Background: an optimization exercise with open tools, aiming at small area, a short achievable clock period and few clock cycles per item. Do not read the settings as production practice.
No functional check of the RTL was part of any run shown here.
Power and IR drop assume default switching activity.

==> flow/design.v <==
package cdq_pkg;
   localparam int DEPTH_DEFAULT = 16;
   localparam int DATA_W = 32;
   localparam int CAP_W  = 5;
   localparam int FUNC_W = 3;
   localparam logic [CAP_W-1:0] CAP_RESET = 5'd16;
   localparam logic [DATA_W-1:0] EMPTY_VALUE = 32'hFFFF_FFFF;
   localparam logic [FUNC_W-1:0] FUNC_PUSH_FRONT = 3'd0;
   localparam logic [FUNC_W-1:0] FUNC_PUSH_REAR  = 3'd1;
   localparam logic [FUNC_W-1:0] FUNC_POP_FRONT  = 3'd2;
   localparam logic [FUNC_W-1:0] FUNC_POP_REAR   = 3'd3;
   localparam logic [FUNC_W-1:0] FUNC_QUERY      = 3'd4;
   localparam int CSR_ADDR_W = 3;
   localparam int CSR_DATA_W = 32;
   localparam int MID_DEPTH = DEPTH_DEFAULT - 2;
   localparam int MID_AW    = 4;
endpackage
module cdq_ram #(
   parameter int WIDTH = 32,
   parameter int DEPTH = 14
) (
   input  logic             clock,
   input  logic [DEPTH-1:0] wr_sel,
   input  logic [WIDTH-1:0] wr_data,
   input  logic [DEPTH-1:0] rd_sel,
   output logic [WIDTH-1:0] rd_data
);
   logic [WIDTH-1:0] mem_ff [DEPTH];
   always_ff @(posedge clock) begin
      for (int i = 0; i < DEPTH; i++) begin
         if (wr_sel[i]) begin
            mem_ff[i] <= wr_data;
         end
      end
   end
   always_comb begin
      rd_data = '0;
      for (int i = 0; i < DEPTH; i++) begin
         rd_data = rd_data | (mem_ff[i] & {WIDTH{rd_sel[i]}});
      end
   end
endmodule
module circular_deque #(
   parameter int DEPTH = cdq_pkg::DEPTH_DEFAULT
) (
   input  logic                                clock,
   input  logic                                reset,
   input  logic                                req_valid,
   output logic                                req_ready,
   input  logic [cdq_pkg::FUNC_W-1:0]          req_func,
   input  logic signed [cdq_pkg::DATA_W-1:0]   req_value,
   output logic                                rsp_valid,
   input  logic                                rsp_ready,
   output logic                                rsp_ok,
   output logic [cdq_pkg::CAP_W-1:0]           rsp_count,
   output logic                                rsp_is_empty,
   output logic                                rsp_is_full,
   output logic signed [cdq_pkg::DATA_W-1:0]   rsp_head_value,
   output logic signed [cdq_pkg::DATA_W-1:0]   rsp_tail_value,
   input  logic                                csr_psel,
   input  logic                                csr_penable,
   input  logic                                csr_pwrite,
   input  logic [cdq_pkg::CSR_ADDR_W-1:0]      csr_paddr,
   input  logic [cdq_pkg::CSR_DATA_W-1:0]      csr_pwdata,
   output logic [cdq_pkg::CSR_DATA_W-1:0]      csr_prdata,
   output logic                                csr_pready
);
   localparam int CW = cdq_pkg::CAP_W;
   localparam int DW = cdq_pkg::DATA_W;
   localparam int MD = cdq_pkg::MID_DEPTH;
   localparam int MA = cdq_pkg::MID_AW;
   function automatic logic [MA-1:0] mid_inc(input logic [MA-1:0] i);
      mid_inc = (i == MA'(MD - 1)) ? '0 : i + MA'(1);
   endfunction
   function automatic logic [MA-1:0] mid_dec(input logic [MA-1:0] i);
      mid_dec = (i == '0) ? MA'(MD - 1) : i - MA'(1);
   endfunction
   logic [CW-1:0] capacity_ff;
   logic [CW-1:0] held_ff;
   logic          n0_ff;         
   logic          n1_ff;         
   logic          ge2_ff;        
   logic          ge3_ff;        
   logic          nf_ff;         
   logic          atc_ff;        
   logic          atcm1_ff;      
   logic [MA-1:0] fgap_ff;       
   logic [MA-1:0] rgap_ff;       
   logic [DW-1:0] head_ff;
   logic [DW-1:0] tail_ff;
   logic          rsp_valid_ff;
   logic          rsp_ok_ff;
   logic          rsp_full_ff;
   logic [CW-1:0] prdata_ff;
   logic [CW-1:0] held;
   logic [CW-1:0] eff_cap;
   logic          n2, ge4, atcm2;
   assign held    = n0_ff ? '0 : held_ff;
   assign eff_cap = (capacity_ff == '0) ? CW'(1) :
                    (capacity_ff > CW'(DEPTH)) ? CW'(DEPTH) : capacity_ff;
   assign n2      = ge2_ff && !ge3_ff;
   assign ge4     = ge3_ff && (held_ff > CW'(3));
   assign atcm2   = (held + CW'(2) == eff_cap);
   logic accept;
   logic f_pushf, f_pushr, f_popf, f_popr, f_query;
   logic push_f, push_r, pop_f, pop_r, push, pop, op_ok;
   logic empty_next;
   logic          park_ff;
   logic [cdq_pkg::FUNC_W-1:0] park_func_ff;
   logic [DW-1:0] park_value_ff;
   logic          x_valid, out_free;
   logic [cdq_pkg::FUNC_W-1:0] x_func;
   logic [DW-1:0] x_value;
   assign req_ready = !park_ff;
   assign out_free  = !rsp_valid_ff || rsp_ready;
   assign x_valid   = park_ff || req_valid;
   assign x_func    = park_ff ? park_func_ff : req_func;
   assign x_value   = park_ff ? park_value_ff : req_value;
   assign accept    = x_valid && out_free;
   assign f_pushf = (x_func == cdq_pkg::FUNC_PUSH_FRONT);
   assign f_pushr = (x_func == cdq_pkg::FUNC_PUSH_REAR);
   assign f_popf  = (x_func == cdq_pkg::FUNC_POP_FRONT);
   assign f_popr  = (x_func == cdq_pkg::FUNC_POP_REAR);
   assign f_query = (x_func == cdq_pkg::FUNC_QUERY);
   assign push_f = f_pushf && nf_ff;
   assign push_r = f_pushr && nf_ff;
   assign pop_f  = f_popf && !n0_ff;
   assign pop_r  = f_popr && !n0_ff;
   assign push   = push_f || push_r;
   assign pop    = pop_f || pop_r;
   assign op_ok  = push || pop || f_query;
   assign empty_next = (n0_ff && !push) || (n1_ff && pop);
   logic [MA-1:0] fgap_inc, fgap_dec, rgap_inc, rgap_dec;
   logic [MD-1:0] wr_f_oh, wr_r_oh, rd_f_oh, rd_r_oh;
   logic [MD-1:0] wr_sel, rd_sel;
   logic [DW-1:0] wr_data, rd_data;
   assign fgap_inc = mid_inc(fgap_ff);
   assign fgap_dec = mid_dec(fgap_ff);
   assign rgap_inc = mid_inc(rgap_ff);
   assign rgap_dec = mid_dec(rgap_ff);
   always_comb begin
      for (int i = 0; i < MD; i++) begin
         wr_f_oh[i] = (fgap_ff == MA'(i));
         wr_r_oh[i] = (rgap_ff == MA'(i));
         rd_f_oh[i] = (fgap_inc == MA'(i));
         rd_r_oh[i] = (rgap_dec == MA'(i));
      end
   end
   assign wr_sel  = (accept && ge2_ff && nf_ff) ?
                    (({MD{f_pushf}} & wr_f_oh) | ({MD{f_pushr}} & wr_r_oh)) : '0;
   assign wr_data = x_func[0] ? tail_ff : head_ff;
   assign rd_sel  = x_func[0] ? rd_r_oh : rd_f_oh;
   cdq_ram #(
      .WIDTH (DW),
      .DEPTH (MD)
   ) u_mid (
      .clock   (clock),
      .wr_sel  (wr_sel),
      .wr_data (wr_data),
      .rd_sel  (rd_sel),
      .rd_data (rd_data)
   );
   logic          h_v, h_t, h_rd, h_keep;
   logic          t_v, t_h, t_rd, t_keep;
   logic [DW-1:0] head_in, tail_in;
   assign h_v    = accept && (push_f || (push_r && n0_ff));
   assign h_t    = accept && pop_f && n2;
   assign h_rd   = accept && pop_f && ge3_ff;
   assign h_keep = !(h_v || h_t || h_rd);
   assign t_v    = accept && (push_r || (push_f && n0_ff));
   assign t_h    = accept && pop_r && n2;
   assign t_rd   = accept && pop_r && ge3_ff;
   assign t_keep = !(t_v || t_h || t_rd);
   assign head_in = {DW{accept && empty_next}} | ({DW{h_v}} & x_value) | ({DW{h_t}} & tail_ff) |
                    ({DW{h_rd}} & rd_data) | ({DW{h_keep}} & head_ff);
   assign tail_in = {DW{accept && empty_next}} | ({DW{t_v}} & x_value) | ({DW{t_h}} & head_ff) |
                    ({DW{t_rd}} & rd_data) | ({DW{t_keep}} & tail_ff);
   logic          cfg_wr, clr_wait_ff, clr, clr_wait;
   logic [CW-1:0] cap_next;
   assign cfg_wr   = csr_psel && csr_penable && csr_pwrite && !csr_paddr[2];
   assign cap_next = cfg_wr ? csr_pwdata[CW-1:0] : capacity_ff;
   assign clr_wait = (cfg_wr || clr_wait_ff) && park_ff && !out_free;
   assign clr      = (cfg_wr || clr_wait_ff) && !clr_wait;
   always_ff @(posedge clock) begin
      if (reset) begin
         capacity_ff  <= cdq_pkg::CAP_RESET;
         n0_ff        <= 1'b1;
         n1_ff        <= 1'b0;
         ge2_ff       <= 1'b0;
         ge3_ff       <= 1'b0;
         nf_ff        <= 1'b1;
         atc_ff       <= 1'b0;
         atcm1_ff     <= 1'b0;
         fgap_ff      <= MA'(MD - 1);
         rgap_ff      <= '0;
         rsp_valid_ff <= 1'b0;
         park_ff      <= 1'b0;
         clr_wait_ff  <= 1'b0;
      end else begin
         rsp_valid_ff <= accept || (rsp_valid_ff && !rsp_ready);
         park_ff      <= x_valid && !out_free;
         clr_wait_ff  <= clr_wait;
         capacity_ff  <= cap_next;
         if (clr) begin
            n0_ff       <= 1'b1;
            n1_ff       <= 1'b0;
            ge2_ff      <= 1'b0;
            ge3_ff      <= 1'b0;
            nf_ff       <= 1'b1;
            atc_ff      <= 1'b0;
            atcm1_ff    <= (cap_next[CW-1:1] == '0);
            fgap_ff     <= MA'(MD - 1);
            rgap_ff     <= '0;
         end else if (accept) begin
            if (push) begin
               n0_ff    <= 1'b0;
               n1_ff    <= n0_ff;
               ge2_ff   <= !n0_ff;
               ge3_ff   <= ge2_ff;
               nf_ff    <= nf_ff && !atcm1_ff;
               atc_ff   <= atcm1_ff;
               atcm1_ff <= atcm2;
            end else if (pop) begin
               n0_ff    <= n1_ff;
               n1_ff    <= n2;
               ge2_ff   <= ge3_ff;
               ge3_ff   <= ge4;
               nf_ff    <= 1'b1;
               atc_ff   <= 1'b0;
               atcm1_ff <= atc_ff;
            end
            if (push_f && ge2_ff)     fgap_ff <= fgap_dec;
            else if (pop_f && ge3_ff) fgap_ff <= fgap_inc;
            if (push_r && ge2_ff)     rgap_ff <= rgap_inc;
            else if (pop_r && ge3_ff) rgap_ff <= rgap_dec;
         end
      end
   end
   always_ff @(posedge clock) begin
      if (!park_ff) begin
         park_func_ff  <= req_func;
         park_value_ff <= req_value;
      end
      prdata_ff <= csr_paddr[2] ? '0 : capacity_ff;
   end
   always_ff @(posedge clock) begin
      if (accept) begin
         held_ff     <= push ? held + CW'(1) : pop ? held - CW'(1) : held;
         rsp_ok_ff   <= op_ok;
         rsp_full_ff <= push ? atcm1_ff : (!pop && atc_ff);
      end
      head_ff <= head_in;
      tail_ff <= tail_in;
   end
   assign csr_pready = 1'b1;
   assign csr_prdata = cdq_pkg::CSR_DATA_W'(prdata_ff);
   assign rsp_valid      = rsp_valid_ff;
   assign rsp_ok         = rsp_ok_ff;
   assign rsp_count      = held_ff;
   assign rsp_is_empty   = (held_ff == '0);
   assign rsp_is_full    = rsp_full_ff;
   assign rsp_head_value = $signed(head_ff);
   assign rsp_tail_value = $signed(tail_ff);
endmodule
==> flow/flow/run.sh <==
#!/bin/bash
# The standard layout, with plain buffers (buf_2) on the ports in place of the
# delay buffers buffer_ports picks by default, and a clock tree built without
# dummy loads. Each run's full output goes to its own log file in the work folder.
set -euo pipefail
CTS="-sink_clustering_enable -repair_clock_nets -sink_clustering_size 16 -sink_clustering_max_diameter 60 -buf_list sky130_fd_sc_hd__clkbuf_8 -dont_use_dummy_load"
bash standard.sh BUFFER_PORTS_ARGS="-buffer_cell sky130_fd_sc_hd__buf_2" CTS_ARGS="$CTS" finish > standard.log 2>&1
==> flow/standard.sh <==
#!/bin/bash
# synth_recipe.tcl (not shown) runs the flow's synth.tcl, then flattens the netlist and writes it again
# the make line also repeats each setting of config.mk as NAME=value (left out here)
make -C /OpenROAD-flow-scripts/flow DESIGN_CONFIG=/design/flow/config.mk WORK_HOME=/design/flow/orfs CLKGATE_MAP_FILE= SYNTH_SCRIPT=/design/flow/synth_recipe.tcl "${@:-finish}"
==> flow/config.mk <==
export PLATFORM = sky130hd
export DESIGN_NAME = circular_deque
export DESIGN_NICKNAME = circular_deque
export VERILOG_FILES = /design/flow/design.v
export SDC_FILE = /design/flow/constraint.sdc
export NUM_CORES = 4
export LEC_CHECK = 0
export CAP_MARGIN = 20
export CORE_MARGIN = 2
export CORE_UTILIZATION = 55
export CTS_BUF_LIST = sky130_fd_sc_hd__clkbuf_8
export CTS_CLUSTER_DIAMETER = 60
export CTS_CLUSTER_SIZE = 16
export SETUP_SLACK_MARGIN = 3.5
export SLEW_MARGIN = 20
==> flow/constraint.sdc <==
create_clock -name core_clock -period 6.0 [get_ports {clock}]
set_input_delay 1.2000 -clock core_clock [delete_from_list [all_inputs] [get_ports {clock}]]
set_output_delay 1.2000 -clock core_clock [all_outputs]
set_load 0.01 [all_outputs]
==> run_results.csv, run 1 <==
group,metric,value,unit
power,pwr-share-clk,26.1,%
global_route,antenna_found_initial,2,
setup_path,endpoint_kind,"output port",
timing,worstMarginPinSlew,970,ps
route,wl_per_cell,32.5,um
clocking,clockBufferDepth,3,
synth,synth_largest_area_cell,"edfxtp_1",
setup_path,required,4800,ps
synth,synth_warnings,3,
clocking,cts-root-buf,"clkbuf_8",
placement,globalplace.congestion,0.827,
power,ir_drop,0.241,mV
route,first_pass_iters,5,
power,pwr_density_cell,240,nW/um2
clocking,numCtsBuffers,45,
die,initial_utilization,55.6,%
timing,period_minus_slack,2870,ps
clocking,cts_tree,"yes",
cells_and_area,syn_to_final_growth,25.0,%
setup_path,crit_start,"held_ff[4]$_DFFE_PP_",
setup_path,crit_family,"flip-flops",
clocking,htreeDepth,2,
timing,setup_tns,0,ps
synth,synth.avg_cell_area,12.5,um2
timing,maxSlewHeadroom,35.0,%
die,chipWidth,215,um
clocking,clk_latency,680,ps
route,wl,91900,um
setup_path,critPathBufInv,1,
synth,synth.cell_area,24500,um2
global_route,grt_max_degree,59,
route,via_per_inst,6.80,
worst_hold_path,hp-class,"reg -> reg",
power,intPower,0.00549,W
cells_and_area,final_cell_mix,"edfxtp_1, nand2_1, a22oi_1, buf_2, buf_4",
die,fp.coreArea,44100,um2
flow_run,drv_cap,0,
cells_and_area,mostFrequentLayoutCell,"edfxtp_1",
timing,fin_skew,57.1,ps
clocking,cts.sinks,582,
placement,dp_hpwl,42200,um
placement,port_buffers,126,
setup_path,slowest_delay,440,ps
route,drt_iter0_markers,2633,
synth,synthTopCellsByArea,"edfxtp_1, dfxtp_1, nand2_1",
setup_path,worst_ep_arrival_time,1670,ps
timing,fmax,0.349,GHz
cells_and_area,drive_gt1_share,31.1,%
die,rows,77,
global_route,grt_pass1_vias,18200,
outcome,outcome,"finished clean",
worst_hold_path,hold_start,"park_value_ff[26]$_DFF_P_",
cells_and_area,nNetsFinal,2321,
synth,synth_top_area_share,55.7,%
power,seq_power_share,62.7,%
setup_path,slowest_stage,"edfxtp_1",
synth,synth_edf_count,455,
synth,yosysSeqAreaShare,66.0,%
global_route,grt_usage,38.1,%
setup_path,worstPathMaxFanout,3,
setup_path,critical_path_class,"reg -> out",
clocking,clkTransAtPathRegs,100,ps
global_route,grt_overflow,0,
timing,maxSlewViolCount,0,
timing,hold_viol,0,
setup_path,path_cells,"nor3_2 > nor3b_2 > buf_2",
power,pwr-share-comb,11.1,%
power,sw_frac_of_total,25.6,%
die,die_h,215,um
synth,synth_cells,1968,
power,p_sw,0.00189,W
route,drc,0,
synth,synth_ff_type,"edfxtp_1",
die,io_pins,184,
setup_path,crit_path_start_kind,"flop",
timing,whs,497,ps
synth,synth.distinct_cells,79,
timing,setup_viol,0,
synth,ys_ff_latch,582,
global_route,grt_pass1_wl,126000,um
setup_path,r2r-start,"n0_ff$_SDFFE_PP1P_",
cells_and_area,n_fill_cell,3079,
route,vias,19300,
route,ant_nets,0,
power,total_leakage_power,10.7,nW
timing,rsz0062_at_grt,"true",
cells_and_area,postLayoutCoreUtil,69.6,%
synth,ys_async_sr_fraction,0,%
die,die_area,46300,um2
clocking,postCtsHoldBufs,0,
timing,finalCritPeriodShare,47.8,%
metrics by stage:
stage	setup WS, ps	total power (W)	cells	instance area (um2)
finish	3130	0.00738	2832	30700
global route	3050	0.00757	2830	30700
CTS	3120	0.00729	2768	29300
detailed placement	1590	0.00533	2590	26100
global placement	1620	0.00531	2589	26100
floorplan	2710	0.00508	1994	25200
logic make-up after synthesis:
family | Yosys count | share of synthesized area (%)
buffers and inverters | 239 | 4.31
and+or+nand+nor | 613 | 12.5
other | 2 | 0.0306
adders and majority gates | 4 | 0.204
xor gates and xnor gates | 12 | 0.428
DFF | 582 | 66.0
muxes | 58 | 2.59
AOI/OAI and AO/OA | 458 | 13.9
what timing repair did:
| action | 4_1_cts | 5_1_grt |
|---|---|---|
| gates resized for setup | 230 | 151 |
| pin swaps | 69 | 87 |
| buffers inserted | 104 | 49 |
| endpoints found under the setup margin | 557 | 364 |
| cloned | 29 | 13 |
worst reg2reg max path, delay by kind of cell (launching register included):
kind	cells	cell delay (ps)
and+or+nand+nor	3	920
DFF	1	420
buffers and inverters	5	740
AOI/OAI and AO/OA	2	580
area by class of cell:
class	count	area (um2)	area share [%]
tap	592	741	2.41
multi-input combinational	1189	8950	29.1
timing repair inverter	2	17.5	0.0571
inverter	70	285	0.930
clock buffer	45	619	2.02
timing repair buffer	350	3820	12.5
antenna	2	5.00	0.0163
sequential	582	16300	53.0
cell usage after synthesis, drive strengths merged (28+ instances only):
cell and instances:
a221oi 62, a22o 28, a22oi 121, buf 65, clkbuf 104, dfxtp 127, edfxtp 455, inv 70
mux2 39, nand2 258, nand3 98, nand4 61, nand4b 30, nor2 66, o2111ai 30, o211ai 31
o21ai 94
state kept, by name, summed over array words and instances, names as in the netlist, 3 cells and up:
name           count
capacity_ff        5
fgap_ff            4
head_ff           32
held_ff            5
park_func_ff       3
park_value_ff     32
prdata_ff          5
rgap_ff            4
tail_ff           32
u_mid.mem_ff     448
power by group through the flow:
| stage | combinational, W | clock [W] | sequential [W] |
|---|---|---|---|
| floorplan | 0.000377 | 0 | 0.00470 |
| CTS | 0.000750 | 0.00193 | 0.00461 |
| detailed placement | 0.000630 | 0 | 0.00470 |
| finish | 0.000823 | 0.00193 | 0.00463 |
| global placement | 0.000612 | 0 | 0.00469 |
| global route | 0.000870 | 0.00206 | 0.00464 |
layer usage:
metal	global-route usage (%)	vias to the layer above	part of all wire (%)
li1	-	8084	-
met1	48.3	9530	36
met2	59.8	1329	45
met3	8.44	318	11
met4	23.9	0	7.1
met5	0	-	0
path summary, 6_finish.rpt:
kind | slack [ps] | cells after the start | to
worst min register to register | 500 | 1 | park_value_ff[26]$_DFF_P_
worst max register to register | 3280 | 10 | head_ff[23]$_DFF_P_
worst max-delay path | 3130 | 3 | rsp_is_empty
worst min-delay path | 500 | 1 | park_value_ff[26]$_DFF_P_
==> inputs of run 2 (changes only) <==
--- a/flow/design.v
+++ b/flow/design.v
@@ -91,7 +91,7 @@
    logic          rsp_valid_ff;
    logic          rsp_ok_ff;
    logic          rsp_full_ff;
-   logic [CW-1:0] prdata_ff;
+   logic [CW-1:0] csr_prdata_ff;
    logic [CW-1:0] held;
    logic [CW-1:0] eff_cap;
    logic          n2, ge4, atcm2;
@@ -163,17 +163,17 @@
    logic          h_v, h_t, h_rd, h_keep;
    logic          t_v, t_h, t_rd, t_keep;
    logic [DW-1:0] head_in, tail_in;
-   assign h_v    = accept && (push_f || (push_r && n0_ff));
-   assign h_t    = accept && pop_f && n2;
-   assign h_rd   = accept && pop_f && ge3_ff;
+   assign h_v    = push_f || (push_r && n0_ff);
+   assign h_t    = pop_f && n2;
+   assign h_rd   = pop_f && ge3_ff;
    assign h_keep = !(h_v || h_t || h_rd);
-   assign t_v    = accept && (push_r || (push_f && n0_ff));
-   assign t_h    = accept && pop_r && n2;
-   assign t_rd   = accept && pop_r && ge3_ff;
+   assign t_v    = push_r || (push_f && n0_ff);
+   assign t_h    = pop_r && n2;
+   assign t_rd   = pop_r && ge3_ff;
    assign t_keep = !(t_v || t_h || t_rd);
-   assign head_in = {DW{accept && empty_next}} | ({DW{h_v}} & x_value) | ({DW{h_t}} & tail_ff) |
+   assign head_in = {DW{empty_next}} | ({DW{h_v}} & x_value) | ({DW{h_t}} & tail_ff) |
                     ({DW{h_rd}} & rd_data) | ({DW{h_keep}} & head_ff);
-   assign tail_in = {DW{accept && empty_next}} | ({DW{t_v}} & x_value) | ({DW{t_h}} & head_ff) |
+   assign tail_in = {DW{empty_next}} | ({DW{t_v}} & x_value) | ({DW{t_h}} & head_ff) |
                     ({DW{t_rd}} & rd_data) | ({DW{t_keep}} & tail_ff);
    logic          cfg_wr, clr_wait_ff, clr, clr_wait;
    logic [CW-1:0] cap_next;
@@ -241,19 +241,19 @@
          park_func_ff  <= req_func;
          park_value_ff <= req_value;
       end
-      prdata_ff <= csr_paddr[2] ? '0 : capacity_ff;
+      csr_prdata_ff <= csr_paddr[2] ? '0 : capacity_ff;
    end
    always_ff @(posedge clock) begin
       if (accept) begin
          held_ff     <= push ? held + CW'(1) : pop ? held - CW'(1) : held;
          rsp_ok_ff   <= op_ok;
          rsp_full_ff <= push ? atcm1_ff : (!pop && atc_ff);
-      end
-      head_ff <= head_in;
-      tail_ff <= tail_in;
+         head_ff     <= head_in;
+         tail_ff     <= tail_in;
+      end
    end
    assign csr_pready = 1'b1;
-   assign csr_prdata = cdq_pkg::CSR_DATA_W'(prdata_ff);
+   assign csr_prdata = cdq_pkg::CSR_DATA_W'(csr_prdata_ff);
    assign rsp_valid      = rsp_valid_ff;
    assign rsp_ok         = rsp_ok_ff;
    assign rsp_count      = held_ff;
==> flow/run.sh (new file) <==
#!/bin/bash
# synth_recipe.tcl (not shown) runs the flow's synth.tcl, then flattens the netlist and writes it again
# the make line also repeats each setting of config.mk as NAME=value (left out here)
make -C /OpenROAD-flow-scripts/flow DESIGN_CONFIG=/design/flow/config.mk WORK_HOME=/design/flow/orfs CLKGATE_MAP_FILE= SYNTH_SCRIPT=/design/flow/synth_recipe.tcl finish
--- a/flow/config.mk
+++ b/flow/config.mk
@@ -7,9 +7,6 @@
 export LEC_CHECK = 0
 export CAP_MARGIN = 20
 export CORE_MARGIN = 2
-export CORE_UTILIZATION = 55
-export CTS_BUF_LIST = sky130_fd_sc_hd__clkbuf_8
-export CTS_CLUSTER_DIAMETER = 60
-export CTS_CLUSTER_SIZE = 16
+export CORE_UTILIZATION = 40
 export SETUP_SLACK_MARGIN = 3.5
 export SLEW_MARGIN = 20
removed: flow/flow/run.sh
removed: flow/standard.sh
==> run 2 against run 1 <==
Against the previous run: first-iteration DRC count fell by 11%; sequential power fell by 3%; via count is 8.4% lower; die area up 35%; register-to-register slack lost 110 ps; core utilization decreased by 16 points; sequential cell count is the same; critical endpoint is now head_ff[30]$_DFFE_PP_.
==> run_results.csv, run 2 <==
group,metric,value,unit
route,drt_iter0_markers,2332,
timing,worstMarginPinSlew,848,ps
clocking,clkTransAtPathRegs,60,ps
synth,yosys-top-cells-count,"edfxtp_1, nand2_1, a21oi_1, a221o_1, clkbuf_1",
die,chipWidth,250,um
synth,synth_largest_area_cell,"edfxtp_1",
timing,whs,471,ps
synth,synth_top_area_share,64.6,%
route,first_pass_iters,6,
flow_run,drv_cap,0,
synth,synthTopCellsByArea,"edfxtp_1, dfxtp_1, a221o_1",
outcome,outcome,"finished clean",
timing,layout_setup_ws,3070,ps
route,wl,81700,um
clocking,htreeDepth,2,
power,pwr-share-clk,40.9,%
setup_path,endpoint_kind,"flop",
die,rows,90,
cells_and_area,mostFrequentLayoutCell,"edfxtp_1",
cells_and_area,largest_register_ffs,448,
synth,ys_ff_latch,582,
timing,maxSlewViolCount,0,
cells_and_area,n_fill_cell,4807,
power,p_sw,0.00196,W
worst_hold_path,holdPathStages,1,
cells_and_area,nNetsFinal,2119,
timing,period_minus_slack,2930,ps
timing,setup_tns,0,ps
synth,synth_cells,1698,
global_route,grt_usage,24.5,%
cells_and_area,diodes,0,
cells_and_area,top_register,"u_mid.mem_ff",
placement,port_buffers,126,
power,seq_power_share,51.8,%
synth,yosysSeqAreaShare,69.8,%
placement,dp_hpwl,39800,um
setup_path,r2r_end,"tail_ff[3]$_DFFE_PP_",
setup_path,worstPathMaxFanout,6,
setup_path,worst_ep_arrival_time,3290,ps
cells_and_area,postLayoutCoreUtil,54.0,%
clocking,cts.sinks,582,
global_route,antenna_found_initial,0,
worst_hold_path,hold_end,"park_value_ff[18]$_DFF_P_",
power,intPower,0.00670,W
route,via_per_inst,6.16,
setup_path,required,6360,ps
clocking,numCtsBuffers,57,
setup_path,r2r-start,"rgap_ff[3]$_SDFFE_PP0P_",
setup_path,critical_path_class,"in -> reg",
route,wl_per_cell,28.5,um
timing,setup_viol,0,
timing,finalCritPeriodShare,48.8,%
route,vias,17700,
synth,synth.distinct_cells,69,
clocking,clk_latency,640,ps
timing,fin_skew,20.7,ps
cells_and_area,drive_gt1_share,34.1,%
setup_path,reg2reg_depth,8,
synth,synth_edf_count,519,
power,pwr-share-comb,7.3,%
setup_path,crit_path_start_kind,"input pin",
power,pwr_density_cell,267,nW/um2
timing,rsz0062_at_grt,"true",
die,die_area,62300,um2
placement,post-place-ws,1120,ps
global_route,grt_overflow,0,
cells_and_area,syn_to_final_growth,34.2,%
die,initial_utilization,40.2,%
die,fp.coreArea,60000,um2
route,drc,0,
synth,synth.cell_area,24100,um2
clocking,cts_tree,"yes",
clocking,clockBufferDepth,3,
synth,synth_most_common_cell,"edfxtp_1",
global_route,grt_max_degree,75,
timing,maxSlewHeadroom,43.3,%
timing,fmax,0.342,GHz
die,io_pins,184,
cells_and_area,final_cell_mix,"edfxtp_1, buf_4, a21oi_1, nand2_1, clkbuf_16",
synth,synth_ff_type,"edfxtp_1",
setup_path,r2r_slack,3170,ps
route,ant_nets,0,
clocking,cts-root-buf,"clkbuf_16",
synth,synth.avg_cell_area,14.2,um2
worst_hold_path,hp-class,"reg -> reg",
placement,globalplace.congestion,0.795,
global_route,grt_pass1_vias,16900,
power,sw_frac_of_total,22.6,%
timing,hold_viol,0,
synth,ys_async_sr_fraction,0,%
worst_hold_path,hold_start,"park_value_ff[18]$_DFF_P_",
synth,synth_warnings,3,
power,ir_drop,0.255,mV
global_route,grt_pass1_wl,113000,um
power,total_leakage_power,10.8,nW
die,die_h,250,um
[run 2: cell types whose count changed in the layout (fill, tap and decap cells not counted), sizes merged, moves of 44 or more]
cell	previous run	this run
nand2	258	142
a21oi	18	99
a22oi	121	50
nand3	98	29
a221o	1	67
dfxtp	127	63
edfxtp	455	519
inv	71	13
nand4	61	4
a222oi	10	54
[run 2: power by group through the flow]
stage	clock network (W)	registers [W]	logic (W)
finish	0.00354	0.00449	0.000631
global route	0.00373	0.00449	0.000661
CTS	0.00357	0.00449	0.000602
detailed placement	0	0.00459	0.000474
global placement	0	0.00459	0.000462
floorplan	0	0.00458	0.000317
[run 2: repair_timing]
item                                    in CTS  in global routing
cloned                                      27                 16
hold buffers                                 0                  0
pin swaps                                   58                 43
endpoints found under the setup margin    1130                432
hold endpoints to repair                     0                  0
gates resized for setup                    521                 87
setup buffers                              172                 30
[run 2: stage by stage]
stage	std cells	total power, W	instance area (um2)
floorplan	1724	0.00490	25200
global placement	2516	0.00505	26800
detailed placement	2516	0.00506	26800
CTS	2821	0.00866	31600
global route	2867	0.00888	32400
finish	2867	0.00866	32400
[run 2: final cells by class]
| class | count | area [um2] | area share, % |
|---|---|---|---|
| tap | 782 | 978 | 3.02 |
| timing repair buffer | 401 | 4340 | 13.4 |
| timing repair inverter | 1 | 8.76 | 0.0270 |
| clock buffer | 64 | 1450 | 4.48 |
| clock inverter | 42 | 389 | 1.20 |
| sequential | 582 | 16900 | 52.1 |
| multi-input combinational | 983 | 8300 | 25.6 |
| inverter | 12 | 65.1 | 0.201 |
[run 2: cell families (layout without fill, tap and decap cells)]
kind of cell | Yosys count | after routing | synth area share (%)
XOR/XNOR | 10 | 10 | 0.363
multiplexers | 53 | 60 | 2.40
AO/OA/AOI/OAI | 499 | 499 | 15.5
other | 2 | 28 | 0.0311
flip-flops | 582 | 582 | 69.8
AND/OR/NAND/NOR | 378 | 382 | 8.26
buffers and inverters | 170 | 520 | 3.45
adder cells (fa/ha/maj) | 4 | 4 | 0.207
[run 2: how the worst max path moves through the flow]
stage	from	end	slack (ps)	depth (start not counted)
CTS	req_func[0]	head_ff[25]$_DFFE_PP_	3110	10
global route	req_func[0]	tail_ff[31]$_DFFE_PP_	3020	11
global placement	req_func[0]	head_ff[12]$_DFFE_PP_	1200	8
floorplan	rsp_ready	u_mid.mem_ff[3][0]$_DFFE_PP_	2390	5
finish	req_func[0]	head_ff[30]$_DFFE_PP_	3070	11
detailed placement	req_func[0]	head_ff[12]$_DFFE_PP_	1120	8
[run 2: worst max-delay path: stages]
cell and delay (ps):
buf_6 100, mux2i_4 160, buf_12 170, buf_16 130
mux2_8 390, buf_6 130, buf_12 130, a22o_1 210
a221oi_2 220, and4_4 350, o21ai_1 80
[run 2: metal layers]
metal	track usage [%]	share of wire, %	vias to the layer above	wire (um)
met5	0	0	-	0
li1	-	-	7523	-
met2	41.1	48	1020	39300
met4	9.05	4.0	0	3290
met1	32.1	39	8944	32000
met3	3.98	8.7	163	7100

==> port drivers added, routing unchanged <==
In the flow no input, the clock included, has a driving cell. The finished layouts below were timed again as built, in two steps.
Step 1, drivers: a clkbuf_16 drives clock and a buf_2 each remaining input, both assumed.
Step 2, shift: input delay + t, output delay - t, t = (earliest + latest rising clock arrival at the registers) / 2. This alone moves slack from input paths to output paths.
a / b / c = ideal / step 1 / step 2; a / b = the first two.
run	t (ns)	setup slack, ns	worst slew at a driven data input, ns	cell pins on the clock port's net
run 1	0.711	3.131 / 3.075 / 2.513	0.08	1
run 2	0.692	3.075 / 3.081 / 2.409	0.06	1
After both steps setup and hold are still met in every run listed. The setup slack of run 2, which loses most, moves by +0.006 ns with the drivers and by -0.666 ns with both steps.
